Background: an optimization exercise with open tools, aiming at small area, a short achievable clock period and few clock cycles. Do not read the settings as production practice. In this exercise RTL edits were held to simulation tests only and were not proved equivalent to the original. The clock port is modelled as an ideal driver, which makes a skipped or thinned clock tree look cheaper than it is; a real chip needs a root buffer or a tree. Power and IR drop assume default switching activity.

==> flow/design.v <==
`default_nettype none
package conv_window_pkg;
    localparam int img_size    = 32;   
    localparam int kernel_size = 5;
    localparam int out_size    = img_size - kernel_size + 1;   
    localparam int num_lines   = 6;    
    localparam int pixel_w    = 8;
    localparam int col_w      = 5;
    localparam int fill_row_w = 6;     
    localparam int line_w     = 3;
    typedef logic [pixel_w-1:0] pixel_t;
    typedef logic signed [pixel_w-1:0] spixel_t;
    typedef spixel_t [kernel_size-1:0][kernel_size-1:0] window_t;
    typedef pixel_t [num_lines-1:0][kernel_size-1:0] block_t;
endpackage
`default_nettype wire
`timescale 1ns/1ns
`default_nettype none
module conv_window_top (
    input  wire                         clk,
    input  wire                         reset_n,
    input  wire                         i_start,
    input  wire                         i_pixel_valid,
    input  wire  [7:0]                  i_pixel,
    input  wire                         i_conv_ready,
    output logic                        o_fill_active,
    output logic [199:0]                o_window,   
    output logic                        o_conv_valid,
    output logic                        o_conv_row_start,
    output logic                        o_conv_row_end,
    output logic                        o_done
);
    localparam int img   = 32;
    localparam int ks    = 5;
    localparam int depth = (ks - 1) * img + ks;   
    logic [depth*8-1:0] chain;   
    logic       active;      
    logic       fill;        
    logic       got_all;     
    logic       in_v;        
    logic [7:0] in_px;
    logic       pend;        
    logic       sh;          
    logic [4:0] row;         
    logic [4:0] col;
    logic       all_in;      
    logic new_win;
    logic want;
    logic show;
    logic show_start;
    logic show_end;
    logic show_last;
    logic take;
    logic last_take;
    logic pend_nxt;
    logic in_v_nxt;
    logic got_all_nxt;
    assign take        = i_pixel_valid && fill;
    assign new_win     = sh && (row >= 5'd4) && (col >= 5'd4);
    assign want        = new_win || pend;
    assign show        = want && i_conv_ready;
    assign show_start  = pend ? (col == 5'd5) : (col == 5'd4);
    assign show_end    = pend ? (col == 5'd0) : (col == 5'd31);
    assign show_last   = pend ? all_in : (row == 5'd31 && col == 5'd31);
    assign pend_nxt    = want && !i_conv_ready;
    assign in_v_nxt    = take || (in_v && !sh);
    assign last_take   = take && row == 5'd31 && (in_v ? col == 5'd30 : col == 5'd31);
    assign got_all_nxt = got_all || last_take;
    assign o_fill_active = fill;
    always_comb begin
        for (int i = 0; i < ks; i++)
            for (int j = 0; j < ks; j++)
                o_window[(i*ks+j)*8 +: 8] = chain[((ks-1-i)*img + (ks-1-j))*8 +: 8];
    end
    always_ff @(posedge clk) begin
        if (take) in_px <= i_pixel;
        if (sh) chain <= {chain[(depth-1)*8-1:0], in_px};
    end
    always_ff @(posedge clk) begin
        if (!reset_n) begin
            active           <= 1'b0;
            fill             <= 1'b0;
            got_all          <= 1'b0;
            in_v             <= 1'b0;
            pend             <= 1'b0;
            sh               <= 1'b0;
            row              <= '0;
            col              <= '0;
            all_in           <= 1'b0;
            o_conv_valid     <= 1'b0;
            o_conv_row_start <= 1'b0;
            o_conv_row_end   <= 1'b0;
            o_done           <= 1'b0;
        end else if (!active) begin
            got_all          <= 1'b0;
            in_v             <= 1'b0;
            pend             <= 1'b0;
            sh               <= 1'b0;
            row              <= '0;
            col              <= '0;
            all_in           <= 1'b0;
            o_conv_valid     <= 1'b0;
            o_conv_row_start <= 1'b0;
            o_conv_row_end   <= 1'b0;
            o_done           <= 1'b0;
            if (i_start) begin
                active <= 1'b1;
                fill   <= 1'b1;
            end
        end else begin
            if (sh) begin
                col <= col + 1'b1;
                if (col == 5'd31) begin
                    row <= row + 1'b1;
                    if (row == 5'd31) all_in <= 1'b1;
                end
            end
            got_all          <= got_all_nxt;
            in_v             <= in_v_nxt;
            pend             <= pend_nxt;
            sh               <= in_v_nxt && !pend_nxt;
            fill             <= !got_all_nxt && !(in_v_nxt && pend_nxt);
            o_conv_valid     <= show;
            o_conv_row_start <= show && show_start;
            o_conv_row_end   <= show && show_end;
            o_done           <= show && show_last;
            if (show && show_last) begin
                active <= 1'b0;
                fill   <= 1'b0;
            end
        end
    end
endmodule
`default_nettype wire
==> flow/constraint.sdc <==
create_clock -name core_clock -period 9.0 [get_ports {clk}]
set_input_delay 1.8000 -clock core_clock [delete_from_list [all_inputs] [get_ports {clk}]]
set_output_delay 1.8000 -clock core_clock [all_outputs]
set_load 0.01 [all_outputs]
==> flow/standard.sh <==
#!/bin/bash
# synth_recipe.tcl (not shown) runs the flow's synth.tcl, then flattens the netlist and writes it again
# the make line also repeats each setting of config.mk as NAME=value (left out here)
make -C /OpenROAD-flow-scripts/flow DESIGN_CONFIG=/design/flow/config.mk WORK_HOME=/design/flow/orfs CLKGATE_MAP_FILE= SYNTH_SCRIPT=/design/flow/synth_recipe.tcl "${@:-finish}"
==> flow/flow/post_cts.tcl <==
set block [ord::get_db_block]
set clk_net [$block findNet clk]
set roots {}
foreach it [$clk_net getITerms] { lappend roots [$it getInst] }
puts "post_cts: clock port drives [llength $roots] cell(s)"
if {[llength $roots] == 1} {
  set root [lindex $roots 0]
  set out_net [[$root findITerm X] getNet]
  set loads {}
  foreach it [$out_net getITerms] {
    if {[$it isInputSignal] || [[$it getMTerm] getIoType] eq "INPUT"} { lappend loads $it }
  }
  puts "post_cts: root [$root getName] drives [llength $loads] pin(s)"
  if {[llength $loads] <= 4} {
    foreach it $loads {
      $it disconnect
      $it connect $clk_net
    }
    [$root findITerm A] disconnect
    odb::dbInst_destroy $root
    odb::dbNet_destroy $out_net
    puts "post_cts: removed root buffer"
  }
}
estimate_parasitics -placement
report_clock_latency
==> flow/config.mk <==
export PLATFORM = sky130hd
export DESIGN_NAME = conv_window_top
export DESIGN_NICKNAME = conv_window_top
export VERILOG_FILES = /design/flow/design.v
export SDC_FILE = /design/flow/constraint.sdc
export NUM_CORES = 4
export LEC_CHECK = 0
export CAP_MARGIN = 20
export CELL_PAD_IN_SITES_DETAIL_PLACEMENT = 0
export CELL_PAD_IN_SITES_GLOBAL_PLACEMENT = 1
export CORE_MARGIN = 2
export CORE_UTILIZATION = 55
export GPL_ROUTABILITY_DRIVEN = 1
export PLACE_DENSITY = 0.65
export SLEW_MARGIN = 20
==> flow/flow/run.sh <==
#!/bin/bash
set -euo pipefail
export BUFFER_PORTS_ARGS="-buffer_cell sky130_fd_sc_hd__buf_1"
export SETUP_SLACK_MARGIN=5.8
export CTS_ARGS="-sink_clustering_enable -repair_clock_nets -sink_clustering_size 30 -sink_clustering_max_diameter 100 -dont_use_dummy_load"
export POST_CTS_TCL="$(pwd)/flow/post_cts.tcl"
export PLACE_PINS_ARGS='-group_pins {o_window[0] o_window[8] o_window[16] o_window[24] o_window[32]} -group_pins {o_window[1] o_window[9] o_window[17] o_window[25] o_window[33]} -group_pins {o_window[2] o_window[10] o_window[18] o_window[26] o_window[34]} -group_pins {o_window[3] o_window[11] o_window[19] o_window[27] o_window[35]} -group_pins {o_window[4] o_window[12] o_window[20] o_window[28] o_window[36]} -group_pins {o_window[5] o_window[13] o_window[21] o_window[29] o_window[37]} -group_pins {o_window[6] o_window[14] o_window[22] o_window[30] o_window[38]} -group_pins {o_window[7] o_window[15] o_window[23] o_window[31] o_window[39]} -group_pins {o_window[40] o_window[48] o_window[56] o_window[64] o_window[72]} -group_pins {o_window[41] o_window[49] o_window[57] o_window[65] o_window[73]} -group_pins {o_window[42] o_window[50] o_window[58] o_window[66] o_window[74]} -group_pins {o_window[43] o_window[51] o_window[59] o_window[67] o_window[75]} -group_pins {o_window[44] o_window[52] o_window[60] o_window[68] o_window[76]} -group_pins {o_window[45] o_window[53] o_window[61] o_window[69] o_window[77]} -group_pins {o_window[46] o_window[54] o_window[62] o_window[70] o_window[78]} -group_pins {o_window[47] o_window[55] o_window[63] o_window[71] o_window[79]} -group_pins {o_window[80] o_window[88] o_window[96] o_window[104] o_window[112]} -group_pins {o_window[81] o_window[89] o_window[97] o_window[105] o_window[113]} -group_pins {o_window[82] o_window[90] o_window[98] o_window[106] o_window[114]} -group_pins {o_window[83] o_window[91] o_window[99] o_window[107] o_window[115]} -group_pins {o_window[84] o_window[92] o_window[100] o_window[108] o_window[116]} -group_pins {o_window[85] o_window[93] o_window[101] o_window[109] o_window[117]} -group_pins {o_window[86] o_window[94] o_window[102] o_window[110] o_window[118]} -group_pins {o_window[87] o_window[95] o_window[103] o_window[111] o_window[119]} -group_pins {o_window[120] o_window[128] o_window[136] o_window[144] o_window[152]} -group_pins {o_window[121] o_window[129] o_window[137] o_window[145] o_window[153]} -group_pins {o_window[122] o_window[130] o_window[138] o_window[146] o_window[154]} -group_pins {o_window[123] o_window[131] o_window[139] o_window[147] o_window[155]} -group_pins {o_window[124] o_window[132] o_window[140] o_window[148] o_window[156]} -group_pins {o_window[125] o_window[133] o_window[141] o_window[149] o_window[157]} -group_pins {o_window[126] o_window[134] o_window[142] o_window[150] o_window[158]} -group_pins {o_window[127] o_window[135] o_window[143] o_window[151] o_window[159]} -group_pins {o_window[160] o_window[168] o_window[176] o_window[184] o_window[192]} -group_pins {o_window[161] o_window[169] o_window[177] o_window[185] o_window[193]} -group_pins {o_window[162] o_window[170] o_window[178] o_window[186] o_window[194]} -group_pins {o_window[163] o_window[171] o_window[179] o_window[187] o_window[195]} -group_pins {o_window[164] o_window[172] o_window[180] o_window[188] o_window[196]} -group_pins {o_window[165] o_window[173] o_window[181] o_window[189] o_window[197]} -group_pins {o_window[166] o_window[174] o_window[182] o_window[190] o_window[198]} -group_pins {o_window[167] o_window[175] o_window[183] o_window[191] o_window[199]}'
bash standard.sh > flow_make.log 2>&1
==> results of run 1 <==
-- power groups by stage --
stage,logic [mW],clock network [mW],registers (mW)
global placement,0.0514,0,5.68
global route,0.0605,2.40,5.57
finish,0.0538,2.13,5.57
detailed placement,0.0538,0,5.68
floorplan,0.0130,0,5.74
-- worst max-delay path by stage --
stage	startpoint	end
after detailed placement	sh$_SDFF_PN0_	chain[801]$_DFFE_PP_
after global placement	sh$_SDFF_PN0_	chain[785]$_DFFE_PP_
after floorplan	sh$_SDFF_PN0_	o_conv_row_start$_SDFF_PN0_
final	chain[256]$_DFFE_PP_	o_window[152]
after global routing	sh$_SDFF_PN0_	chain[225]$_DFFE_PP_
-- layout by cell type (no fill, tap or decap), types with 2 or more instances in the layout --
| cell | Yosys | layout |
|---|---|---|
| buf_1 | 0 | 217 |
| and2_1 | 2 | 2 |
| xnor2_1 | 2 | 2 |
| buf_12 | 0 | 6 |
| nand4_1 | 2 | 2 |
| nand2_1 | 11 | 11 |
| inv_1 | 8 | 8 |
| clkbuf_16 | 0 | 41 |
| a21oi_2 | 0 | 2 |
| ha_1 | 8 | 8 |
| nor3_1 | 2 | 2 |
| o21ai_0 | 3 | 2 |
| mux2i_1 | 4 | 4 |
| nor2_1 | 14 | 14 |
| dfxtp_1 | 21 | 20 |
| a21oi_1 | 6 | 4 |
| xor2_1 | 4 | 4 |
| edfxtp_1 | 1072 | 1072 |
-- cells by family after synthesis --
kind of cell	Yosys count
simple gates	41
mux	4
buf+inv	212
fa+ha+maj	8
compound gates	14
xor+xnor	6
flops	1093
-- layer usage --
layer | wire, um | vias up | global-route usage [%]
li1 | - | 5196 | -
met5 | 0 | - | 0
met3 | 1480 | 55 | 2.34
met1 | 18700 | 5823 | 18.2
met4 | 817 | 0 | 3.11
met2 | 16000 | 170 | 14.8
-- sequential cells by signal, summed over array words and instances, names as in the netlist --
| name | flops |
|---|---|
| chain | 1064 |
| sh | 1 |
| fill | 1 |
| o_done | 1 |
| active | 1 |
| pend | 1 |
| in_px | 8 |
| o_conv_row_end | 1 |
| all_in | 1 |
| o_conv_row_start | 1 |
| o_conv_valid | 1 |
| row | 5 |
| in_v | 1 |
| col | 5 |
| got_all | 1 |
-- final cells by class --
type / count / area [um^2]
Sequential cell: 1093 / 32600
Fill cell: 4470 / 26500
Clock buffer: 41 / 1030
Inverter: 8 / 30.0
Tap cell: 846 / 1060
Timing Repair Buffer: 224 / 946
Multi-Input combinational cell: 73 / 515
==> flow_summary.toml, run 1 <==
[status]
outcome = "timing/DRC/antenna clean"

[logic_synthesis]
synth_cell_types = 33
ys_seq_area_share_pct = 94.1
synth-edff-count = 1072
synth-simple-area-share_pct = 0.599
netlist_area_um2 = 34700
yosysMostFrequentCell = "edfxtp_1"
ys.flop_type = "edfxtp_1"
synth_compound_area_share_pct = 0.292
synth_xor_area_share_pct = 0.152
ys_ff_latch = 1093
synthArstFlopShare_pct = 0
synth_adder_area_share_pct = 0.289
synth_top_area_share_pct = 92.9
synth_top_family_by_area = "buffers and inverters"
synth_mux_area_share_pct = 0.115
synth_top_area_cell = "edfxtp_1"
postSynthCellCount = 1378
synth.avg_cell_area_um2 = 25.2
synthTopCellsByCount = "edfxtp_1, buf_4, dfxtp_1"
synth.top_cells.by_area = "edfxtp_1, buf_4, dfxtp_1, ha_1, nor2_1"
synthesis.nets = 1399
yosys_warnings = 1

[timing]
setup_ws_ns = 6.17
min_period_ns = 2.83
rsz0062_at_grt = "no"
slew_viol_final = 0
relSlewSlack_pct = 19.6
hold_violations = 0
setup_tns_ns = 0
tightestPinTransition_ns = 1.21
clock.fmax_mhz = 353
clock_skew_ns = 0.0364
setup_viol = 0
whs_ns = 0.377
final_min_period_over_clock_period_pct = 31.5

[finish]
finalNetCount = 1462
postLayoutCoreUtil_pct = 57.7
final_area_um2 = 36200
layout.cells.non_filler = 2285
syn_to_final_growth_pct = 4.39
layout-drive-gt1-share_pct = 4.10
antennaDiodeCount = 0

[worst_setup_path]
crit_chain = "buf_1"
reg2reg_to = "chain[1052]$_DFFE_PP_"
crit_arrival_ns = 1.03
required_ns = 7.20
reg2reg_setup_slack_ns = 6.28
crit_type = "reg -> out"
timing.rr.start = "sh$_SDFF_PN0_"
crit_cells = 1
cpMaxStageDelayCell = "edfxtp_1"
crit_buf_inv = 1
crit_family = "flip-flops"
endpoint_kind = "output pin"
crit_fanout = 2
rr_worst_depth = 2
slowest_delay_ns = 0.46
start_kind = "register"

[power_and_ir_drop]
swShare_pct = 17.5
p_comb_share_pct = 0.7
pwr-share-clk_pct = 27.5
p_leak_nw = 8.60
intPower_mw = 6.39
switching_power_mw = 1.36
seq_power_share_pct = 71.8
cellPowerDensity_nw_per_um2 = 214
peakVddDrop_uv = 158
power_mw = 7.75

[clock_network]
path_clk_slew_ns = 0.11
cts_num_sinks = 1093
clock_latency_ns = 0.40

[route]
drt-pass1-iter-count = 4
drt_iter0_markers = 1098
vias = 11200
viasPerCell = 4.92
drc = 0
routed_wl_um = 37000
wl_per_cell_um = 16.2
antenna_left = 0

[worst_hold_path]
hp-class = "reg -> reg"
min_to = "chain[353]$_DFFE_PP_"
hp-start = "chain[345]$_DFFE_PP_"
whs_path_depth = 0

[grt]
grt_overflow = 0
grt_antenna_before_repair = 0
grt_max_degree = 203
track_usage_pct = 11.0
first_global_vias = 10500
grt_pass1_wl_um = 57500

[place]
gp_congestion = 0.688
pre_cts_slack_ns = 5.77
portBuffers = 217
dpl.cell_count = 2243
placed_cell_area_um2 = 35100
dp_hpwl_um = 17100

[flow_run]
cap_violations = 0

[die]
fp-row-count = 92
die_area_um2 = 65100
initial_core_util_pct = 55.3
fp.dieH_um = 255
pin_count = 218
core_um2 = 62700
die-width_um = 255
Testbench counts, summed over its fixed seeds: cycles 24,648.
==> inputs of run 2 (changes only) <==
==> flow/flow/run.sh (replaced) <==
#!/bin/bash
set -euo pipefail
export BUFFER_PORTS_ARGS="-buffer_cell sky130_fd_sc_hd__buf_1"
export SETUP_SLACK_MARGIN=5.8
export CTS_ARGS="-sink_clustering_enable -repair_clock_nets -sink_clustering_size 25 -sink_clustering_max_diameter 80 -dont_use_dummy_load"
export POST_CTS_TCL="$(pwd)/flow/post_cts.tcl"
export PLACE_PINS_ARGS='-group_pins {o_window[0] o_window[8] o_window[16] o_window[24] o_window[32]} -group_pins {o_window[1] o_window[9] o_window[17] o_window[25] o_window[33]} -group_pins {o_window[2] o_window[10] o_window[18] o_window[26] o_window[34]} -group_pins {o_window[3] o_window[11] o_window[19] o_window[27] o_window[35]} -group_pins {o_window[4] o_window[12] o_window[20] o_window[28] o_window[36]} -group_pins {o_window[5] o_window[13] o_window[21] o_window[29] o_window[37]} -group_pins {o_window[6] o_window[14] o_window[22] o_window[30] o_window[38]} -group_pins {o_window[7] o_window[15] o_window[23] o_window[31] o_window[39]} -group_pins {o_window[40] o_window[48] o_window[56] o_window[64] o_window[72]} -group_pins {o_window[41] o_window[49] o_window[57] o_window[65] o_window[73]} -group_pins {o_window[42] o_window[50] o_window[58] o_window[66] o_window[74]} -group_pins {o_window[43] o_window[51] o_window[59] o_window[67] o_window[75]} -group_pins {o_window[44] o_window[52] o_window[60] o_window[68] o_window[76]} -group_pins {o_window[45] o_window[53] o_window[61] o_window[69] o_window[77]} -group_pins {o_window[46] o_window[54] o_window[62] o_window[70] o_window[78]} -group_pins {o_window[47] o_window[55] o_window[63] o_window[71] o_window[79]} -group_pins {o_window[80] o_window[88] o_window[96] o_window[104] o_window[112]} -group_pins {o_window[81] o_window[89] o_window[97] o_window[105] o_window[113]} -group_pins {o_window[82] o_window[90] o_window[98] o_window[106] o_window[114]} -group_pins {o_window[83] o_window[91] o_window[99] o_window[107] o_window[115]} -group_pins {o_window[84] o_window[92] o_window[100] o_window[108] o_window[116]} -group_pins {o_window[85] o_window[93] o_window[101] o_window[109] o_window[117]} -group_pins {o_window[86] o_window[94] o_window[102] o_window[110] o_window[118]} -group_pins {o_window[87] o_window[95] o_window[103] o_window[111] o_window[119]} -group_pins {o_window[120] o_window[128] o_window[136] o_window[144] o_window[152]} -group_pins {o_window[121] o_window[129] o_window[137] o_window[145] o_window[153]} -group_pins {o_window[122] o_window[130] o_window[138] o_window[146] o_window[154]} -group_pins {o_window[123] o_window[131] o_window[139] o_window[147] o_window[155]} -group_pins {o_window[124] o_window[132] o_window[140] o_window[148] o_window[156]} -group_pins {o_window[125] o_window[133] o_window[141] o_window[149] o_window[157]} -group_pins {o_window[126] o_window[134] o_window[142] o_window[150] o_window[158]} -group_pins {o_window[127] o_window[135] o_window[143] o_window[151] o_window[159]} -group_pins {o_window[160] o_window[168] o_window[176] o_window[184] o_window[192]} -group_pins {o_window[161] o_window[169] o_window[177] o_window[185] o_window[193]} -group_pins {o_window[162] o_window[170] o_window[178] o_window[186] o_window[194]} -group_pins {o_window[163] o_window[171] o_window[179] o_window[187] o_window[195]} -group_pins {o_window[164] o_window[172] o_window[180] o_window[188] o_window[196]} -group_pins {o_window[165] o_window[173] o_window[181] o_window[189] o_window[197]} -group_pins {o_window[166] o_window[174] o_window[182] o_window[190] o_window[198]} -group_pins {o_window[167] o_window[175] o_window[183] o_window[191] o_window[199]}'
bash standard.sh > flow_make.log 2>&1
--- a/flow/config.mk
+++ b/flow/config.mk
@@ -9,7 +9,7 @@
 export CELL_PAD_IN_SITES_DETAIL_PLACEMENT = 0
 export CELL_PAD_IN_SITES_GLOBAL_PLACEMENT = 1
 export CORE_MARGIN = 2
-export CORE_UTILIZATION = 55
+export CORE_UTILIZATION = 70
 export GPL_ROUTABILITY_DRIVEN = 1
-export PLACE_DENSITY = 0.65
+export PLACE_DENSITY = 0.8
 export SLEW_MARGIN = 20
==> flow_summary.toml, run 2 <==
[die]
core_um2 = 49000
pin_count = 218
die-width_um = 227
fp.dieH_um = 227
initial_core_util_pct = 70.8
fp-row-count = 81
die_area_um2 = 51300

[worst_setup_path]
rr_worst_depth = 2
reg2reg_to = "chain[520]$_DFFE_PP_"
endpoint_kind = "register"
crit_type = "reg -> reg"
crit_arrival_ns = 2.96
crit_fanout = 217
start_kind = "register"
reg2reg_setup_slack_ns = 6.07
timing.rr.start = "sh$_SDFF_PN0_"
required_ns = 9.03

[timing]
min_period_ns = 2.93
setup_viol = 0
clock.fmax_mhz = 341
tightestPinTransition_ns = 1.12
hold_violations = 0
setup_tns_ns = 0
final_min_period_over_clock_period_pct = 32.6
relSlewSlack_pct = 25.1
clock_skew_ns = 0.0377
whs_ns = 0.387
setup_ws_ns = 6.07
slew_viol_final = 0
rsz0062_at_grt = "no"

[clock_network]
clock_latency_ns = 0.42
path_clk_slew_ns = 0.09
cts_num_sinks = 1093

[logic_synthesis]
synth-simple-area-share_pct = 0.599
synth_cell_types = 33
synthArstFlopShare_pct = 0
synth.avg_cell_area_um2 = 25.2
netlist_area_um2 = 34700
postSynthCellCount = 1378
yosys_warnings = 1
ys_ff_latch = 1093
synthTopCellsByCount = "edfxtp_1, buf_4, dfxtp_1"
synthesis.nets = 1399
synth_mux_area_share_pct = 0.115
synth_adder_area_share_pct = 0.289
synth_compound_area_share_pct = 0.292
synth-edff-count = 1072
synth_top_area_share_pct = 92.9
ys.flop_type = "edfxtp_1"
synth_top_family_by_area = "buffers and inverters"
synth.top_cells.by_area = "edfxtp_1, buf_4, dfxtp_1, ha_1, nor2_1"
synth_top_area_cell = "edfxtp_1"
synth_xor_area_share_pct = 0.152
yosysMostFrequentCell = "edfxtp_1"
ys_seq_area_share_pct = 94.1

[place]
portBuffers = 217
dp_hpwl_um = 17100
gp_congestion = 0.731
pre_cts_slack_ns = 5.65

[route]
drt_iter0_markers = 920
routed_wl_um = 35700
viasPerCell = 5.27
drc = 0
drt-pass1-iter-count = 7
wl_per_cell_um = 16.9
antenna_left = 0
vias = 11100

[worst_hold_path]
hp-class = "reg -> reg"
min_to = "chain[628]$_DFFE_PP_"
hp-start = "chain[620]$_DFFE_PP_"
whs_path_depth = 0

[finish]
layout-drive-gt1-share_pct = 4.63
largestRegisters = "chain x1064, in_px x8"
finalNetCount = 1470
largest_reg_flops = 1064
final_common_cell = "edfxtp_1"
final_cell_mix = "edfxtp_1, buf_1, clkbuf_16"
antennaDiodeCount = 0
syn_to_final_growth_pct = 4.32
regMostFlops = "chain"

[grt]
grt_pass1_wl_um = 54400
track_usage_pct = 13.6
first_global_vias = 10100
grt_antenna_before_repair = 0
grt_max_degree = 221
grt_overflow = 0

[flow_run]
cap_violations = 0

[status]
outcome = "timing/DRC/antenna clean"

[power_and_ir_drop]
cellPowerDensity_nw_per_um2 = 217
p_leak_nw = 8.70
peakVddDrop_uv = 195
## run 2: routing by layer
metal  part of all wire, %  wire [um]  global-route usage (%)
met4                   2.2        768                    4.27
met3                   4.2       1510                    2.68
met2                    43      15400                    18.3
met5                     0          0                       0
met1                    51      18000                    23.1
## run 2: kinds of logic after synthesis
family / Yosys count
DFF: 1093
buffers and inverters: 212
and+or+nand+nor: 41
AOI/OAI and AO/OA: 14
adders and majority gates: 8
xor gates and xnor gates: 6
muxes: 4
## run 2: cell type report
type | count | area [um^2]
well taps | 664 | 831
inverters | 8 | 30.0
multi-input cells | 73 | 515
flip-flops and latches | 1093 | 32600
clock buffers | 48 | 1200
fillers | 2672 | 12800
repair buffers | 225 | 973
## run 2: worst max-delay path: stages (launching register included)
cell and delay [ns]:
dfxtp_4 0.99, buf_16 0.47, buf_12 0.74
## run 2: worst max-delay path by stage
stage	startpoint	end	slack (ns)	cells after the start
after detailed placement	sh$_SDFF_PN0_	chain[540]$_DFFE_PP_	5.65	2
final	sh$_SDFF_PN0_	chain[520]$_DFFE_PP_	6.07	2
after floorplan	sh$_SDFF_PN0_	o_conv_row_start$_SDFF_PN0_	0.28	5
after global routing	sh$_SDFF_PN0_	chain[1058]$_DFFE_PP_	5.82	3
after global placement	sh$_SDFF_PN0_	chain[532]$_DFFE_PP_	5.76	2
## run 2: per-stage QoR
step	utilization, %	total power, mW	cell area [um^2]	std cells
3_5_place_dp	71.3	5.74	34900	2061
6_report	73.9	7.85	36200	2111
3_3_place_gp	71.3	5.73	34900	2061
5_1_grt	73.9	8.10	36200	2111
2_1_floorplan	-	5.75	34700	1378
## run 2: report_power, final
| part | switching [mW] | internal, mW |
|---|---|---|
| clock | 1.28 | 0.955 |
| combinational | 0.0450 | 0.00751 |
| sequential | 0.0118 | 5.55 |
==> inputs of run 3 (changes only) <==
==> flow/flow/run.sh (replaced) <==
#!/bin/bash
set -euo pipefail
export BUFFER_PORTS_ARGS="-buffer_cell sky130_fd_sc_hd__buf_1"
export SETUP_SLACK_MARGIN=5.8
export CTS_ARGS="-sink_clustering_enable -repair_clock_nets -sink_clustering_size 22 -sink_clustering_max_diameter 80 -dont_use_dummy_load"
export POST_CTS_TCL="$(pwd)/flow/post_cts.tcl"
export PRE_DETAIL_PLACE_TCL="$(pwd)/flow/pre_dpl.tcl"
export PLACE_PINS_ARGS='-group_pins {o_window[0] o_window[8] o_window[16] o_window[24] o_window[32]} -group_pins {o_window[1] o_window[9] o_window[17] o_window[25] o_window[33]} -group_pins {o_window[2] o_window[10] o_window[18] o_window[26] o_window[34]} -group_pins {o_window[3] o_window[11] o_window[19] o_window[27] o_window[35]} -group_pins {o_window[4] o_window[12] o_window[20] o_window[28] o_window[36]} -group_pins {o_window[5] o_window[13] o_window[21] o_window[29] o_window[37]} -group_pins {o_window[6] o_window[14] o_window[22] o_window[30] o_window[38]} -group_pins {o_window[7] o_window[15] o_window[23] o_window[31] o_window[39]} -group_pins {o_window[40] o_window[48] o_window[56] o_window[64] o_window[72]} -group_pins {o_window[41] o_window[49] o_window[57] o_window[65] o_window[73]} -group_pins {o_window[42] o_window[50] o_window[58] o_window[66] o_window[74]} -group_pins {o_window[43] o_window[51] o_window[59] o_window[67] o_window[75]} -group_pins {o_window[44] o_window[52] o_window[60] o_window[68] o_window[76]} -group_pins {o_window[45] o_window[53] o_window[61] o_window[69] o_window[77]} -group_pins {o_window[46] o_window[54] o_window[62] o_window[70] o_window[78]} -group_pins {o_window[47] o_window[55] o_window[63] o_window[71] o_window[79]} -group_pins {o_window[80] o_window[88] o_window[96] o_window[104] o_window[112]} -group_pins {o_window[81] o_window[89] o_window[97] o_window[105] o_window[113]} -group_pins {o_window[82] o_window[90] o_window[98] o_window[106] o_window[114]} -group_pins {o_window[83] o_window[91] o_window[99] o_window[107] o_window[115]} -group_pins {o_window[84] o_window[92] o_window[100] o_window[108] o_window[116]} -group_pins {o_window[85] o_window[93] o_window[101] o_window[109] o_window[117]} -group_pins {o_window[86] o_window[94] o_window[102] o_window[110] o_window[118]} -group_pins {o_window[87] o_window[95] o_window[103] o_window[111] o_window[119]} -group_pins {o_window[120] o_window[128] o_window[136] o_window[144] o_window[152]} -group_pins {o_window[121] o_window[129] o_window[137] o_window[145] o_window[153]} -group_pins {o_window[122] o_window[130] o_window[138] o_window[146] o_window[154]} -group_pins {o_window[123] o_window[131] o_window[139] o_window[147] o_window[155]} -group_pins {o_window[124] o_window[132] o_window[140] o_window[148] o_window[156]} -group_pins {o_window[125] o_window[133] o_window[141] o_window[149] o_window[157]} -group_pins {o_window[126] o_window[134] o_window[142] o_window[150] o_window[158]} -group_pins {o_window[127] o_window[135] o_window[143] o_window[151] o_window[159]} -group_pins {o_window[160] o_window[168] o_window[176] o_window[184] o_window[192]} -group_pins {o_window[161] o_window[169] o_window[177] o_window[185] o_window[193]} -group_pins {o_window[162] o_window[170] o_window[178] o_window[186] o_window[194]} -group_pins {o_window[163] o_window[171] o_window[179] o_window[187] o_window[195]} -group_pins {o_window[164] o_window[172] o_window[180] o_window[188] o_window[196]} -group_pins {o_window[165] o_window[173] o_window[181] o_window[189] o_window[197]} -group_pins {o_window[166] o_window[174] o_window[182] o_window[190] o_window[198]} -group_pins {o_window[167] o_window[175] o_window[183] o_window[191] o_window[199]}'
bash standard.sh > flow_make.log 2>&1
==> flow/flow/pre_dpl.tcl (new file) <==
# Pull each register that drives an output port next to that port's buffer
# (and the register it feeds, unless that one drives a port itself), so the
# register's output sees a short wire. Detailed placement legalises after.
set block [ord::get_db_block]
set moved 0
set port_ff [dict create]
foreach bt [$block getBTerms] {
  if {[$bt getIoType] ne "OUTPUT"} continue
  set net [$bt getNet]
  set buf ""
  foreach it [$net getITerms] { if {[$it isOutputSignal]} { set buf [$it getInst] } }
  if {$buf eq ""} continue
  set bnet [[$buf findITerm A] getNet]
  set ff ""
  foreach it [$bnet getITerms] { if {[$it isOutputSignal]} { set ff [$it getInst] } }
  if {$ff eq "" || ![[$ff getMaster] isSequential]} continue
  dict set port_ff [$ff getName] [list $ff $buf $bnet]
}
dict for {name v} $port_ff {
  lassign $v ff buf bnet
  set loc [$buf getLocation]
  $ff setLocation [lindex $loc 0] [lindex $loc 1]
  incr moved
  foreach it [$bnet getITerms] {
    set inst [$it getInst]
    if {$inst eq $ff || $inst eq $buf} continue
    if {[[$inst getMaster] isSequential] && ![dict exists $port_ff [$inst getName]]} {
      $inst setLocation [lindex $loc 0] [lindex $loc 1]
      incr moved
    }
  }
}
puts "pre_dpl: moved $moved register(s)"
--- a/flow/config.mk
+++ b/flow/config.mk
@@ -9,7 +9,7 @@
 export CELL_PAD_IN_SITES_DETAIL_PLACEMENT = 0
 export CELL_PAD_IN_SITES_GLOBAL_PLACEMENT = 1
 export CORE_MARGIN = 2
-export CORE_UTILIZATION = 70
+export CORE_UTILIZATION = 55
 export GPL_ROUTABILITY_DRIVEN = 1
-export PLACE_DENSITY = 0.8
+export PLACE_DENSITY = 0.65
 export SLEW_MARGIN = 20
==> flow_summary.toml, run 3 <==
[grt]
grtUsageMet3_pct = 2.27
grt_overflow = 0
grt_pass1_wl_um = 59000
busiest_layer = "met1"
first_global_vias = 10700
grt_max_degree = 203
grtUsageMet1_pct = 18.1
grt_antenna_before_repair = 0
use_met2_pct = 15.7
track_usage_pct = 11.3

[logic_synthesis]
synthArstFlopShare_pct = 0
synth_top_family_by_area = "buffers and inverters"
yosysMostFrequentCell = "edfxtp_1"
synth.top_cells.by_area = "edfxtp_1, buf_4, dfxtp_1, ha_1, nor2_1"
synth_cell_types = 33
synthesis.nets = 1399
synth-edff-count = 1072
yosys_warnings = 1
synthTopCellsByCount = "edfxtp_1, buf_4, dfxtp_1"
synth_compound_area_share_pct = 0.292
synth_mux_area_share_pct = 0.115
synth_xor_area_share_pct = 0.152
synth-simple-area-share_pct = 0.599
postSynthCellCount = 1378
synth_top_area_share_pct = 92.9
netlist_area_um2 = 34700
ys.flop_type = "edfxtp_1"
ys_ff_latch = 1093
synth_adder_area_share_pct = 0.289
ys_seq_area_share_pct = 94.1
synth_top_area_cell = "edfxtp_1"
synth.avg_cell_area_um2 = 25.2

[worst_setup_path]
crit_type = "reg -> out"
crit_arrival_ns = 1.01
crit_cells = 1
slowest_delay_ns = 0.42
cpMaxStageDelayCell = "edfxtp_1"
crit_buf_inv = 1
start_kind = "register"
endpoint_kind = "output pin"
rr_worst_depth = 2
crit_fanout = 2
crit_family = "flip-flops"
crit_chain = "buf_1"
required_ns = 7.20

[power_and_ir_drop]
intPower_mw = 6.65
p_leak_nw = 8.78
power_mw = 8.06
seq_power_share_pct = 69.0
cellPowerDensity_nw_per_um2 = 221
p_comb_share_pct = 0.7
pwr-share-clk_pct = 30.3
peakVddDrop_uv = 144
swShare_pct = 17.6
switching_power_mw = 1.42

[finish]
antennaDiodeCount = 0
layout.cells.non_filler = 2299
layout-drive-gt1-share_pct = 5.02
postLayoutCoreUtil_pct = 58.3
final_common_cell = "edfxtp_1"
syn_to_final_growth_pct = 5.42
largestRegisters = "chain x1064, in_px x8"
largest_reg_flops = 1064
final_cell_mix = "edfxtp_1, buf_1, clkbuf_16"
finalNetCount = 1476
regMostFlops = "chain"

[route]
drt-pass1-iter-count = 6
drc = 0
drt_iter0_markers = 1125
antenna_left = 0
wl_per_cell_um = 16.6
routed_wl_um = 38100
vias = 11300
viasPerCell = 4.94

[worst_hold_path]
hp-class = "reg -> reg"
whs_path_depth = 0

[status]
outcome = "timing/DRC/antenna clean"

[die]
fp.dieH_um = 255
fp-row-count = 92
die-width_um = 255
pin_count = 218
initial_core_util_pct = 55.3
die_area_um2 = 65100
core_um2 = 62700

[timing]
setup_viol = 0
rsz0062_at_grt = "no"
clock.fmax_mhz = 356
final_min_period_over_clock_period_pct = 31.2
clock_skew_ns = 0.0421
slew_viol_final = 0
whs_ns = 0.389
relSlewSlack_pct = 27.8
hold_violations = 0
tightestPinTransition_ns = 1.08
setup_tns_ns = 0
min_period_ns = 2.81

[clock_network]
cts_num_sinks = 1093
clock_latency_ns = 0.44
path_clk_slew_ns = 0.08

[place]
portBuffers = 217
dpl.cell_count = 2243
gp_congestion = 0.688
dp_hpwl_um = 17800

[flow_run]
cap_violations = 0
## run 3: cell counts after synthesis
No cell type changed its count.
## run 3: layout make-up
cell class	instances	area (um^2)
clock buffers	55	1380
flip-flops and latches	1093	32600
fillers	4405	26200
inverters	8	30.0
well taps	846	1060
multi-input cells	73	515
repair buffers	224	953
## run 3: kinds of logic (layout without fill, tap and decap cells)
logic type,count (synthesis),count (layout)
XOR/XNOR,6,6
AND/OR/NAND/NOR,41,41
buffers and inverters,212,287
adder cells (fa/ha/maj),8,8
flip-flops,1093,1093
multiplexers,4,4
AO/OA/AOI/OAI,14,14
## run 3: power by group through the flow
stage          Combinational (mW)  Sequential (mW)  Clock (mW)
2_1_floorplan              0.0130             5.74           0
3_3_place_gp               0.0514             5.68           0
3_5_place_dp               0.0538             5.68           0
5_1_grt                    0.0616             5.57        2.74
6_report                   0.0550             5.56        2.44
## run 3: final timing paths
| kind | startpoint | end | slack (ns) |
|---|---|---|---|
| hold / removal | chain[49]$_DFFE_PP_ | chain[57]$_DFFE_PP_ | 0.39 |
| hold reg to reg | chain[49]$_DFFE_PP_ | chain[57]$_DFFE_PP_ | 0.39 |
| setup reg to reg | sh$_SDFF_PN0_ | chain[41]$_DFFE_PP_ | 6.36 |
| setup / recovery | chain[771]$_DFFE_PP_ | o_window[75] | 6.19 |
## run 3: per-layer routing
metal / share of wire, % / vias to the layer above
met4: 2.3 / 0
met3: 4.2 / 61
met5: 0 / -
li1: - / 5216
met2: 44 / 208
met1: 50 / 5864
## run 3: metrics by stage
stage | worst slack (ns) | cell area (um^2)
finish | 6.19 | 36500
global route | 6.13 | 36500
detailed placement | 5.75 | 35100
global placement | 5.92 | 35100
floorplan | 0.276 | 34700
==> inputs of run 4 (changes only) <==
==> flow/flow/run.sh (replaced) <==
#!/bin/bash
set -euo pipefail
export BUFFER_PORTS_ARGS="-buffer_cell sky130_fd_sc_hd__buf_1"
export SETUP_SLACK_MARGIN=5.8
export CTS_ARGS="-sink_clustering_enable -repair_clock_nets -sink_clustering_size 36 -sink_clustering_max_diameter 90 -dont_use_dummy_load"
export POST_CTS_TCL="$(pwd)/flow/post_cts.tcl"
export PRE_DETAIL_PLACE_TCL="$(pwd)/flow/pre_dpl.tcl"
export PLACE_PINS_ARGS='-group_pins {o_window[0] o_window[8] o_window[16] o_window[24] o_window[32]} -group_pins {o_window[1] o_window[9] o_window[17] o_window[25] o_window[33]} -group_pins {o_window[2] o_window[10] o_window[18] o_window[26] o_window[34]} -group_pins {o_window[3] o_window[11] o_window[19] o_window[27] o_window[35]} -group_pins {o_window[4] o_window[12] o_window[20] o_window[28] o_window[36]} -group_pins {o_window[5] o_window[13] o_window[21] o_window[29] o_window[37]} -group_pins {o_window[6] o_window[14] o_window[22] o_window[30] o_window[38]} -group_pins {o_window[7] o_window[15] o_window[23] o_window[31] o_window[39]} -group_pins {o_window[40] o_window[48] o_window[56] o_window[64] o_window[72]} -group_pins {o_window[41] o_window[49] o_window[57] o_window[65] o_window[73]} -group_pins {o_window[42] o_window[50] o_window[58] o_window[66] o_window[74]} -group_pins {o_window[43] o_window[51] o_window[59] o_window[67] o_window[75]} -group_pins {o_window[44] o_window[52] o_window[60] o_window[68] o_window[76]} -group_pins {o_window[45] o_window[53] o_window[61] o_window[69] o_window[77]} -group_pins {o_window[46] o_window[54] o_window[62] o_window[70] o_window[78]} -group_pins {o_window[47] o_window[55] o_window[63] o_window[71] o_window[79]} -group_pins {o_window[80] o_window[88] o_window[96] o_window[104] o_window[112]} -group_pins {o_window[81] o_window[89] o_window[97] o_window[105] o_window[113]} -group_pins {o_window[82] o_window[90] o_window[98] o_window[106] o_window[114]} -group_pins {o_window[83] o_window[91] o_window[99] o_window[107] o_window[115]} -group_pins {o_window[84] o_window[92] o_window[100] o_window[108] o_window[116]} -group_pins {o_window[85] o_window[93] o_window[101] o_window[109] o_window[117]} -group_pins {o_window[86] o_window[94] o_window[102] o_window[110] o_window[118]} -group_pins {o_window[87] o_window[95] o_window[103] o_window[111] o_window[119]} -group_pins {o_window[120] o_window[128] o_window[136] o_window[144] o_window[152]} -group_pins {o_window[121] o_window[129] o_window[137] o_window[145] o_window[153]} -group_pins {o_window[122] o_window[130] o_window[138] o_window[146] o_window[154]} -group_pins {o_window[123] o_window[131] o_window[139] o_window[147] o_window[155]} -group_pins {o_window[124] o_window[132] o_window[140] o_window[148] o_window[156]} -group_pins {o_window[125] o_window[133] o_window[141] o_window[149] o_window[157]} -group_pins {o_window[126] o_window[134] o_window[142] o_window[150] o_window[158]} -group_pins {o_window[127] o_window[135] o_window[143] o_window[151] o_window[159]} -group_pins {o_window[160] o_window[168] o_window[176] o_window[184] o_window[192]} -group_pins {o_window[161] o_window[169] o_window[177] o_window[185] o_window[193]} -group_pins {o_window[162] o_window[170] o_window[178] o_window[186] o_window[194]} -group_pins {o_window[163] o_window[171] o_window[179] o_window[187] o_window[195]} -group_pins {o_window[164] o_window[172] o_window[180] o_window[188] o_window[196]} -group_pins {o_window[165] o_window[173] o_window[181] o_window[189] o_window[197]} -group_pins {o_window[166] o_window[174] o_window[182] o_window[190] o_window[198]} -group_pins {o_window[167] o_window[175] o_window[183] o_window[191] o_window[199]}'
bash standard.sh > flow_make.log 2>&1
==> flow_summary.toml, run 4 <==
[status]
outcome = "timing/DRC/antenna clean"

[timing]
min_period_ns = 2.80
slew_viol_final = 0
setup_ws_ns = 6.20
clock_skew_ns = 0.0347
relSlewSlack_pct = 28.9
final_min_period_over_clock_period_pct = 31.1
clock.fmax_mhz = 357
hold_violations = 0
rsz0062_at_grt = "no"
tightestPinTransition_ns = 1.07
setup_tns_ns = 0
setup_viol = 0

[place]
dp_hpwl_um = 17800
portBuffers = 217
pre_cts_slack_ns = 5.75
gp_congestion = 0.688

[power_and_ir_drop]
p_leak_nw = 8.54
peakVddDrop_uv = 160
cellPowerDensity_nw_per_um2 = 212
power_mw = 7.63

[worst_setup_path]
crit_arrival_ns = 1.00
crit_buf_inv = 1
slowest_delay_ns = 0.43
startpoint = "chain[35]$_DFFE_PP_"
crit_chain = "buf_1"
crit_type = "reg -> out"
start_kind = "register"
reg2reg_setup_slack_ns = 6.39
required_ns = 7.20
timing.rr.start = "sh$_SDFF_PN0_"
crit_fanout = 2
cpMaxStageDelayCell = "edfxtp_1"
crit_family = "flip-flops"
endpoint_kind = "output pin"

[logic_synthesis]
netlist_area_um2 = 34700
ys_ff_latch = 1093
synth.top_cells.by_area = "edfxtp_1, buf_4, dfxtp_1, ha_1, nor2_1"
synth_top_area_cell = "edfxtp_1"
synthArstFlopShare_pct = 0
postSynthCellCount = 1378
synth.avg_cell_area_um2 = 25.2
synthTopCellsByCount = "edfxtp_1, buf_4, dfxtp_1"
synth_top_area_share_pct = 92.9
synthesis.nets = 1399
yosysMostFrequentCell = "edfxtp_1"
ys.flop_type = "edfxtp_1"
yosys_warnings = 1
synth-edff-count = 1072
ys_seq_area_share_pct = 94.1
synth_cell_types = 33

[finish]
regMostFlops = "chain"
largestRegisters = "chain x1064, in_px x8"
final_common_cell = "edfxtp_1"
syn_to_final_growth_pct = 4.05
layout-drive-gt1-share_pct = 3.77
antennaDiodeCount = 0
finalNetCount = 1457
fill_cells = 4453
final_cell_mix = "edfxtp_1, buf_1, clkbuf_16"
largest_reg_flops = 1064

[die]
fp-row-count = 92
initial_core_util_pct = 55.3
die_area_um2 = 65100
pin_count = 218
core_um2 = 62700
die-width_um = 255
fp.dieH_um = 255

[route]
drc = 0
drt-pass1-iter-count = 4
antenna_left = 0
routed_wl_um = 37500
wl_per_cell_um = 16.5
drt_iter0_markers = 1096
viasPerCell = 4.91
vias = 11200

[grt]
first_global_vias = 10500
track_usage_pct = 11.1
grt_overflow = 0
grt_antenna_before_repair = 0
grt_max_degree = 203
grt_pass1_wl_um = 57900

[clock_network]
path_clk_slew_ns = 0.12
clock_latency_ns = 0.41
cts_num_sinks = 1093

[flow_run]
cap_violations = 0

[worst_hold_path]
hp-class = "reg -> reg"
hp-start = "chain[341]$_DFFE_PP_"
run 4: worst paths after layout:
kind / endpoint / cells after the start
worst max register to register: chain[434]$_DFFE_PP_ / 2
worst min-delay path: chain[349]$_DFFE_PP_ / 0
worst max-delay path: o_window[163] / 1
worst min register to register: chain[349]$_DFFE_PP_ / 0
run 4: routing by layer:
| metal | vias up | track usage [%] | share of wire [%] | wire (um) |
|---|---|---|---|---|
| met5 | - | 0 | 0 | 0 |
| met4 | 0 | 3.34 | 2.3 | 853 |
| met3 | 53 | 1.91 | 3.5 | 1320 |
| met2 | 163 | 15.5 | 44 | 16400 |
| met1 | 5803 | 18.1 | 51 | 19000 |
| li1 | 5179 | - | - | - |
run 4: cell families after synthesis:
group / count (synthesis) / synth area share [%]
DFF: 1093 / 94.1
buffers and inverters: 212 / 4.49
and+or+nand+nor: 41 / 0.599
AOI/OAI and AO/OA: 14 / 0.292
adders and majority gates: 8 / 0.289
xor gates and xnor gates: 6 / 0.152
muxes: 4 / 0.115
run 4: where the power goes:
group	internal, mW	switching, mW
clock	0.734	1.28
combinational	0.00716	0.0477
sequential	5.56	0.00995
total	6.30	1.34
run 4: metrics by stage:
stage          util, %  instances  hold slack [ns]  instance area (um^2)
6_report          57.5       2280            0.384                 36100
5_1_grt           57.5       2280            0.390                 36100
2_1_floorplan        -       1378            0.400                 34700
3_5_place_dp      56.0       2243            0.405                 35100
3_3_place_gp      56.0       2243            0.401                 35100
run 4: area by class of cell:
class | instances | area (um^2) | share of cell area, %
clock buffers | 36 | 901 | 2.50
inverters | 8 | 30.0 | 0.0832
multi-input cells | 73 | 515 | 1.43
flip-flops and latches | 1093 | 32600 | 90.4
well taps | 846 | 1060 | 2.93
repair buffers | 224 | 953 | 2.64
==> inputs of run 5 (changes only) <==
==> flow/flow/run.sh (replaced) <==
#!/bin/bash
set -euo pipefail
export BUFFER_PORTS_ARGS="-buffer_cell sky130_fd_sc_hd__buf_1"
export SETUP_SLACK_MARGIN=5.8
export CTS_ARGS="-sink_clustering_enable -repair_clock_nets -sink_clustering_size 30 -sink_clustering_max_diameter 100 -dont_use_dummy_load"
export POST_CTS_TCL="$(pwd)/flow/post_cts.tcl"
export PRE_DETAIL_PLACE_TCL="$(pwd)/flow/pre_dpl.tcl"
export PLACE_PINS_ARGS='-group_pins {o_window[0] o_window[8] o_window[16] o_window[24] o_window[32]} -group_pins {o_window[1] o_window[9] o_window[17] o_window[25] o_window[33]} -group_pins {o_window[2] o_window[10] o_window[18] o_window[26] o_window[34]} -group_pins {o_window[3] o_window[11] o_window[19] o_window[27] o_window[35]} -group_pins {o_window[4] o_window[12] o_window[20] o_window[28] o_window[36]} -group_pins {o_window[5] o_window[13] o_window[21] o_window[29] o_window[37]} -group_pins {o_window[6] o_window[14] o_window[22] o_window[30] o_window[38]} -group_pins {o_window[7] o_window[15] o_window[23] o_window[31] o_window[39]} -group_pins {o_window[40] o_window[48] o_window[56] o_window[64] o_window[72]} -group_pins {o_window[41] o_window[49] o_window[57] o_window[65] o_window[73]} -group_pins {o_window[42] o_window[50] o_window[58] o_window[66] o_window[74]} -group_pins {o_window[43] o_window[51] o_window[59] o_window[67] o_window[75]} -group_pins {o_window[44] o_window[52] o_window[60] o_window[68] o_window[76]} -group_pins {o_window[45] o_window[53] o_window[61] o_window[69] o_window[77]} -group_pins {o_window[46] o_window[54] o_window[62] o_window[70] o_window[78]} -group_pins {o_window[47] o_window[55] o_window[63] o_window[71] o_window[79]} -group_pins {o_window[80] o_window[88] o_window[96] o_window[104] o_window[112]} -group_pins {o_window[81] o_window[89] o_window[97] o_window[105] o_window[113]} -group_pins {o_window[82] o_window[90] o_window[98] o_window[106] o_window[114]} -group_pins {o_window[83] o_window[91] o_window[99] o_window[107] o_window[115]} -group_pins {o_window[84] o_window[92] o_window[100] o_window[108] o_window[116]} -group_pins {o_window[85] o_window[93] o_window[101] o_window[109] o_window[117]} -group_pins {o_window[86] o_window[94] o_window[102] o_window[110] o_window[118]} -group_pins {o_window[87] o_window[95] o_window[103] o_window[111] o_window[119]} -group_pins {o_window[120] o_window[128] o_window[136] o_window[144] o_window[152]} -group_pins {o_window[121] o_window[129] o_window[137] o_window[145] o_window[153]} -group_pins {o_window[122] o_window[130] o_window[138] o_window[146] o_window[154]} -group_pins {o_window[123] o_window[131] o_window[139] o_window[147] o_window[155]} -group_pins {o_window[124] o_window[132] o_window[140] o_window[148] o_window[156]} -group_pins {o_window[125] o_window[133] o_window[141] o_window[149] o_window[157]} -group_pins {o_window[126] o_window[134] o_window[142] o_window[150] o_window[158]} -group_pins {o_window[127] o_window[135] o_window[143] o_window[151] o_window[159]} -group_pins {o_window[160] o_window[168] o_window[176] o_window[184] o_window[192]} -group_pins {o_window[161] o_window[169] o_window[177] o_window[185] o_window[193]} -group_pins {o_window[162] o_window[170] o_window[178] o_window[186] o_window[194]} -group_pins {o_window[163] o_window[171] o_window[179] o_window[187] o_window[195]} -group_pins {o_window[164] o_window[172] o_window[180] o_window[188] o_window[196]} -group_pins {o_window[165] o_window[173] o_window[181] o_window[189] o_window[197]} -group_pins {o_window[166] o_window[174] o_window[182] o_window[190] o_window[198]} -group_pins {o_window[167] o_window[175] o_window[183] o_window[191] o_window[199]}'
bash standard.sh > flow_make.log 2>&1
==> flow_summary.toml, run 5 <==
[place]
portBuffers = 217
placed_cell_area_um2 = 35100
pre_cts_slack_ns = 5.75
gp_congestion = 0.688
dp_hpwl_um = 17800
dpl.cell_count = 2243

[worst_hold_path]
hp-class = "reg -> reg"

[timing]
rsz0062_at_grt = "no"
setup_viol = 0
min_period_ns = 2.80
whs_ns = 0.388
hold_violations = 0
tightestPinTransition_ns = 1.09
relSlewSlack_pct = 27.6
setup_tns_ns = 0
clock_skew_ns = 0.0418
clock.fmax_mhz = 357
slew_viol_final = 0
setup_ws_ns = 6.20
final_min_period_over_clock_period_pct = 31.1

[logic_synthesis]
synth.top_cells.by_area = "edfxtp_1, buf_4, dfxtp_1, ha_1, nor2_1"
synth_cell_types = 33
synth.avg_cell_area_um2 = 25.2
ys_seq_area_share_pct = 94.1
synth-edff-count = 1072
ys.flop_type = "edfxtp_1"
yosys_warnings = 1
synth_top_area_cell = "edfxtp_1"
postSynthCellCount = 1378
yosysMostFrequentCell = "edfxtp_1"
synthesis.nets = 1399
synthArstFlopShare_pct = 0
ys_ff_latch = 1093
synthTopCellsByCount = "edfxtp_1, buf_4, dfxtp_1"
synth_top_area_share_pct = 92.9
netlist_area_um2 = 34700

[flow_run]
cap_violations = 0

[finish]
antennaDiodeCount = 0
largestRegisters = "chain x1064, in_px x8"
layout-drive-gt1-share_pct = 4.10
finalNetCount = 1462
final_cell_mix = "edfxtp_1, buf_1, clkbuf_16"
syn_to_final_growth_pct = 4.41
postLayoutCoreUtil_pct = 57.7
largest_reg_flops = 1064
final_common_cell = "edfxtp_1"
final_area_um2 = 36200
layout.cells.non_filler = 2285
regMostFlops = "chain"

[grt]
track_usage_pct = 11.1
grt_antenna_before_repair = 0
grt_overflow = 0
grt_max_degree = 203
first_global_vias = 10500
grt_pass1_wl_um = 58100

[worst_setup_path]
cpMaxStageDelayCell = "edfxtp_1"
crit_type = "reg -> out"
crit_fanout = 2
reg2reg_setup_slack_ns = 6.34
timing.rr.start = "sh$_SDFF_PN0_"
crit_buf_inv = 1
crit_chain = "buf_1"
worstSetupEndpoint = "o_window[137]"
endpoint_kind = "output pin"
crit_family = "flip-flops"
required_ns = 7.20
start_kind = "register"
slowest_delay_ns = 0.43
crit_arrival_ns = 1.00
crit_cells = 1
startpoint = "chain[273]$_DFFE_PP_"
reg2reg_to = "chain[161]$_DFFE_PP_"
rr_worst_depth = 2

[route]
drt-pass1-iter-count = 4
drt_iter0_markers = 1099
wl_per_cell_um = 16.5
routed_wl_um = 37800
vias = 11200
antenna_left = 0
viasPerCell = 4.91
drc = 0

[clock_network]
cts_num_sinks = 1093
clock_latency_ns = 0.42
path_clk_slew_ns = 0.11

[power_and_ir_drop]
cellPowerDensity_nw_per_um2 = 214
peakVddDrop_uv = 132
p_leak_nw = 8.60
power_mw = 7.75

[die]
core_um2 = 62700
die-width_um = 255
initial_core_util_pct = 55.3
fp-row-count = 92
pin_count = 218
fp.dieH_um = 255
die_area_um2 = 65100

[status]
outcome = "timing/DRC/antenna clean"
==> run 5: cell counts after synthesis <==
Identical to the previous run, type by type.
==> run 5: cell type report <==
| class | count | area (um^2) |
|---|---|---|
| flip-flops and latches | 1093 | 32600 |
| fillers | 4450 | 26500 |
| well taps | 846 | 1060 |
| clock buffers | 41 | 1030 |
| repair buffers | 224 | 953 |
| multi-input cells | 73 | 515 |
| inverters | 8 | 30.0 |
==> run 5: where the power goes <==
group	total (mW)	switching, mW	internal [mW]
Clock	2.13	1.30	0.826
Combinational	0.0549	0.0478	0.00716
Sequential	5.57	0.0100	5.56
==> run 5: how the worst min path moves through the flow <==
stage                          start                     to  slack [ns]  cells after the start
6_report        chain[297]$_DFFE_PP_   chain[305]$_DFFE_PP_        0.39                      0
5_1_grt         chain[281]$_DFFE_PP_   chain[289]$_DFFE_PP_        0.40                      0
3_5_place_dp   chain[1021]$_DFFE_PP_  chain[1029]$_DFFE_PP_        0.40                      0
3_3_place_gp    chain[328]$_DFFE_PP_   chain[336]$_DFFE_PP_        0.40                      0
2_1_floorplan     in_px[0]$_DFFE_PP_     chain[0]$_DFFE_PP_        0.40                      0
==> run 5: cell families after synthesis <==
group	count (synthesis)	synth area share (%)
mux	4	0.115
buf+inv	212	4.49
compound gates	14	0.292
xor+xnor	6	0.152
flops	1093	94.1
simple gates	41	0.599
fa+ha+maj	8	0.289
==> run 5: metal layers <==
metal / share of wire, % / global-route usage, %
met1: 51 / 18.0
met2: 43 / 15.5
met3: 4.3 / 2.53
met4: 1.8 / 2.71
met5: 0 / 0
==> inputs of run 6 (changes only) <==
--- a/flow/design.v
+++ b/flow/design.v
@@ -32,45 +32,42 @@
 );
     localparam int img   = 32;
     localparam int ks    = 5;
-    localparam int depth = (ks - 1) * img + ks;   
+    localparam int depth = (ks - 1) * img + ks - 1;   
+    logic [7:0]         in_px;   
     logic [depth*8-1:0] chain;   
     logic       active;      
     logic       fill;        
-    logic       got_all;     
-    logic       in_v;        
-    logic [7:0] in_px;
     logic       pend;        
     logic       sh;          
     logic [4:0] row;         
     logic [4:0] col;
     logic       all_in;      
+    logic take;
     logic new_win;
     logic want;
     logic show;
     logic show_start;
     logic show_end;
     logic show_last;
-    logic take;
-    logic last_take;
     logic pend_nxt;
-    logic in_v_nxt;
-    logic got_all_nxt;
+    logic all_in_nxt;
     assign take        = i_pixel_valid && fill;
-    assign new_win     = sh && (row >= 5'd4) && (col >= 5'd4);
+    assign new_win     = take && (row >= 5'd4) && (col >= 5'd4);
     assign want        = new_win || pend;
     assign show        = want && i_conv_ready;
     assign show_start  = pend ? (col == 5'd5) : (col == 5'd4);
     assign show_end    = pend ? (col == 5'd0) : (col == 5'd31);
     assign show_last   = pend ? all_in : (row == 5'd31 && col == 5'd31);
     assign pend_nxt    = want && !i_conv_ready;
-    assign in_v_nxt    = take || (in_v && !sh);
-    assign last_take   = take && row == 5'd31 && (in_v ? col == 5'd30 : col == 5'd31);
-    assign got_all_nxt = got_all || last_take;
+    assign all_in_nxt  = all_in || (take && row == 5'd31 && col == 5'd31);
     assign o_fill_active = fill;
     always_comb begin
         for (int i = 0; i < ks; i++)
             for (int j = 0; j < ks; j++)
-                o_window[(i*ks+j)*8 +: 8] = chain[((ks-1-i)*img + (ks-1-j))*8 +: 8];
+                if (i == ks - 1 && j == ks - 1)
+                    o_window[(i*ks+j)*8 +: 8] = in_px;
+                else
+                    o_window[(i*ks+j)*8 +: 8] = chain[((ks-1-i)*img + (ks-1-j) - 1)*8 +: 8];
     end
     always_ff @(posedge clk) begin
         if (take) in_px <= i_pixel;
@@ -80,8 +77,6 @@
         if (!reset_n) begin
             active           <= 1'b0;
             fill             <= 1'b0;
-            got_all          <= 1'b0;
-            in_v             <= 1'b0;
             pend             <= 1'b0;
             sh               <= 1'b0;
             row              <= '0;
@@ -92,8 +87,6 @@
             o_conv_row_end   <= 1'b0;
             o_done           <= 1'b0;
         end else if (!active) begin
-            got_all          <= 1'b0;
-            in_v             <= 1'b0;
             pend             <= 1'b0;
             sh               <= 1'b0;
             row              <= '0;
@@ -108,18 +101,14 @@
                 fill   <= 1'b1;
             end
         end else begin
-            if (sh) begin
+            if (take) begin
                 col <= col + 1'b1;
-                if (col == 5'd31) begin
-                    row <= row + 1'b1;
-                    if (row == 5'd31) all_in <= 1'b1;
-                end
+                if (col == 5'd31) row <= row + 1'b1;
             end
-            got_all          <= got_all_nxt;
-            in_v             <= in_v_nxt;
+            all_in           <= all_in_nxt;
             pend             <= pend_nxt;
-            sh               <= in_v_nxt && !pend_nxt;
-            fill             <= !got_all_nxt && !(in_v_nxt && pend_nxt);
+            sh               <= (take || pend) && !pend_nxt;
+            fill             <= !all_in_nxt && !pend_nxt;
             o_conv_valid     <= show;
             o_conv_row_start <= show && show_start;
             o_conv_row_end   <= show && show_end;
==> flow_summary.toml, run 6 <==
[grt]
track_usage_pct = 11.2
grt_overflow = 0
grtUsageMet1_pct = 18.4
grtUsageMet3_pct = 2.08
grt_pass1_wl_um = 57700
first_global_vias = 10500
use_met2_pct = 15.3
grt_antenna_before_repair = 0
grt_max_degree = 222
busiest_layer = "met1"

[timing]
clock_skew_ns = 0.0303
min_period_ns = 2.88
slew_viol_final = 0
rsz0062_at_grt = "no"
clock.fmax_mhz = 347
whs_ns = 0.400
setup_viol = 0
final_min_period_over_clock_period_pct = 32.0
relSlewSlack_pct = 28.4
setup_ws_ns = 6.12
hold_violations = 0
tightestPinTransition_ns = 1.07
setup_tns_ns = 0

[logic_synthesis]
synthArstFlopShare_pct = 0
synth.avg_cell_area_um2 = 25.4
synth.top_cells.by_area = "edfxtp_1, buf_4, dfxtp_1, ha_1, a21oi_1"
ys_ff_latch = 1083
synthesis.nets = 1371
synth_cell_types = 36
synth_top_family_by_area = "buffers and inverters"
synth_top_area_share_pct = 93.2
postSynthCellCount = 1351
synth_adder_area_share_pct = 0.256
synth-edff-count = 1064
yosys_warnings = 1
synth_mux_area_share_pct = 0.0876
synth_xor_area_share_pct = 0.102
netlist_area_um2 = 34300
ys.flop_type = "edfxtp_1"
synthTopCellsByCount = "edfxtp_1, buf_4, dfxtp_1"
synth-simple-area-share_pct = 0.522
synth_compound_area_share_pct = 0.391
yosysMostFrequentCell = "edfxtp_1"
synth_top_area_cell = "edfxtp_1"
ys_seq_area_share_pct = 94.3

[place]
portBuffers = 217
pre_cts_slack_ns = 5.98
gp_congestion = 0.696
dpl.cell_count = 2220
dp_hpwl_um = 17700

[power_and_ir_drop]
pwr-share-clk_pct = 27.6
cellPowerDensity_nw_per_um2 = 214
swShare_pct = 17.5
intPower_mw = 6.33
seq_power_share_pct = 71.8
p_comb_share_pct = 0.7
switching_power_mw = 1.34
p_leak_nw = 8.54
peakVddDrop_uv = 149

[finish]
largestRegisters = "chain x1056, in_px x8"
antennaDiodeCount = 0
final_cell_mix = "edfxtp_1, buf_1, clkbuf_16"
finalNetCount = 1447
layout-drive-gt1-share_pct = 4.00
layout.cells.non_filler = 2262
final_common_cell = "edfxtp_1"
postLayoutCoreUtil_pct = 58.2
largest_reg_flops = 1056
regMostFlops = "chain"
fill_cells = 4302
syn_to_final_growth_pct = 4.60

[clock_network]
path_clk_slew_ns = 0.10
clock_latency_ns = 0.42
cts_num_sinks = 1083

[die]
die_area_um2 = 64300
initial_core_util_pct = 55.6
core_um2 = 61600
fp.dieH_um = 254
fp-row-count = 91
pin_count = 218
die-width_um = 254

[worst_setup_path]
cpMaxStageDelayCell = "dfxtp_1"
crit_type = "reg -> out"
required_ns = 7.20
crit_fanout = 8
crit_chain = "buf_1"
endpoint_kind = "output pin"
slowest_delay_ns = 0.49
crit_arrival_ns = 1.08
crit_family = "flip-flops"
crit_buf_inv = 1
start_kind = "register"

[status]
outcome = "timing/DRC/antenna clean"

[flow_run]
cap_violations = 0

[route]
vias = 11100
drt-pass1-iter-count = 4
routed_wl_um = 36900
drt_iter0_markers = 1190
drc = 0
antenna_left = 0
wl_per_cell_um = 16.3
viasPerCell = 4.90

[worst_hold_path]
hp-class = "reg -> reg"
## run 6: cell type report
| cell class | instances | area [um^2] | share of cell area, % |
|---|---|---|---|
| Multi-Input combinational cell | 68 | 465 | 1.30 |
| Tap cell | 837 | 1050 | 2.92 |
| Sequential cell | 1083 | 32300 | 90.2 |
| Clock buffer | 41 | 1030 | 2.86 |
| Timing Repair Buffer | 227 | 951 | 2.65 |
| Inverter | 6 | 22.5 | 0.0628 |
## run 6: cells by family after synthesis
kind of cell	after synthesis
AO/OA/AOI/OAI	19
buffers and inverters	200
XOR/XNOR	4
adder cells (fa/ha/maj)	7
AND/OR/NAND/NOR	35
multiplexers	3
flip-flops	1083
## run 6: through the flow
stage,area (um^2),power [mW]
final,35800,7.67
after global routing,35800,7.95
after detailed placement,34800,5.68
after global placement,34800,5.67
after floorplan,34300,5.68
## run 6: worst paths after layout
path                                      startpoint              endpoint  slack (ns)  cells after the start
worst min-delay path            chain[113]$_DFFE_PP_  chain[121]$_DFFE_PP_        0.40                      0
worst max-delay path               fill$_SDFFE_PN0P_         o_fill_active        6.12                      1
worst min register to register  chain[113]$_DFFE_PP_  chain[121]$_DFFE_PP_        0.40                      0
worst max register to register         sh$_SDFF_PN0_  chain[996]$_DFFE_PP_        6.24                      2
## run 6: per-layer routing
metal,share of wire [%],wire (um)
met3,4.2,1540
met5,0,0
met2,43,15900
met1,50,18700
met4,2.4,872
## run 6: power groups by stage
stage | Clock [mW] | Combinational (mW) | Sequential [mW]
2_1_floorplan | 0 | 0.0116 | 5.67
3_3_place_gp | 0 | 0.0496 | 5.62
3_5_place_dp | 0 | 0.0523 | 5.62
5_1_grt | 2.38 | 0.0571 | 5.51
6_report | 2.12 | 0.0510 | 5.51
Testbench counts of run 6, summed over its fixed seeds: cycles 24,624.

[re-timing with driven ports]
No port has a modelled driver above. Below, the same layouts with a new extraction and two added sets of constraints.
Step 1: set_driving_cell puts a clkbuf_16 on clk and a buf_2 on each other input, an assumption about the parent block.
Step 2 moves the port delays by t, midway between the first and last clock arrival at a register: inputs arrive t later, outputs are due t later. That takes back most of the time a late clock gives input paths.
Slacks: ideal ports / drivers / drivers and shift; pairs: ideal ports / drivers.
run | t, ns | setup slack, ns | worst setup path at the end | clock arrival spread, ns | worst slew at a driven data input, ns
run 1 | 0.506 | 6.166 / 6.051 / 5.973 | input to register | 0.051 / 0.051 | 0.03
run 2 | 0.510 | 6.067 / 6.062 / 5.983 | input to register | 0.040 / 0.039 | 0.03
run 3 | 0.530 | 6.189 / 6.076 / 5.825 | input to register | 0.048 / 0.047 | 0.03
run 4 | 0.504 | 6.201 / 6.088 / 5.841 | input to register | 0.038 / 0.039 | 0.03
run 5 | 0.514 | 6.198 / 6.085 / 5.833 | input to register | 0.047 / 0.047 | 0.03
run 6 | 0.508 | 6.121 / 6.013 / 5.966 | input to register | 0.041 / 0.041 | 0.04
After both steps setup and hold are still met in every run listed. For run 5, which loses most, drivers alone change the setup slack by -0.113 ns; drivers and shift together by -0.365 ns.
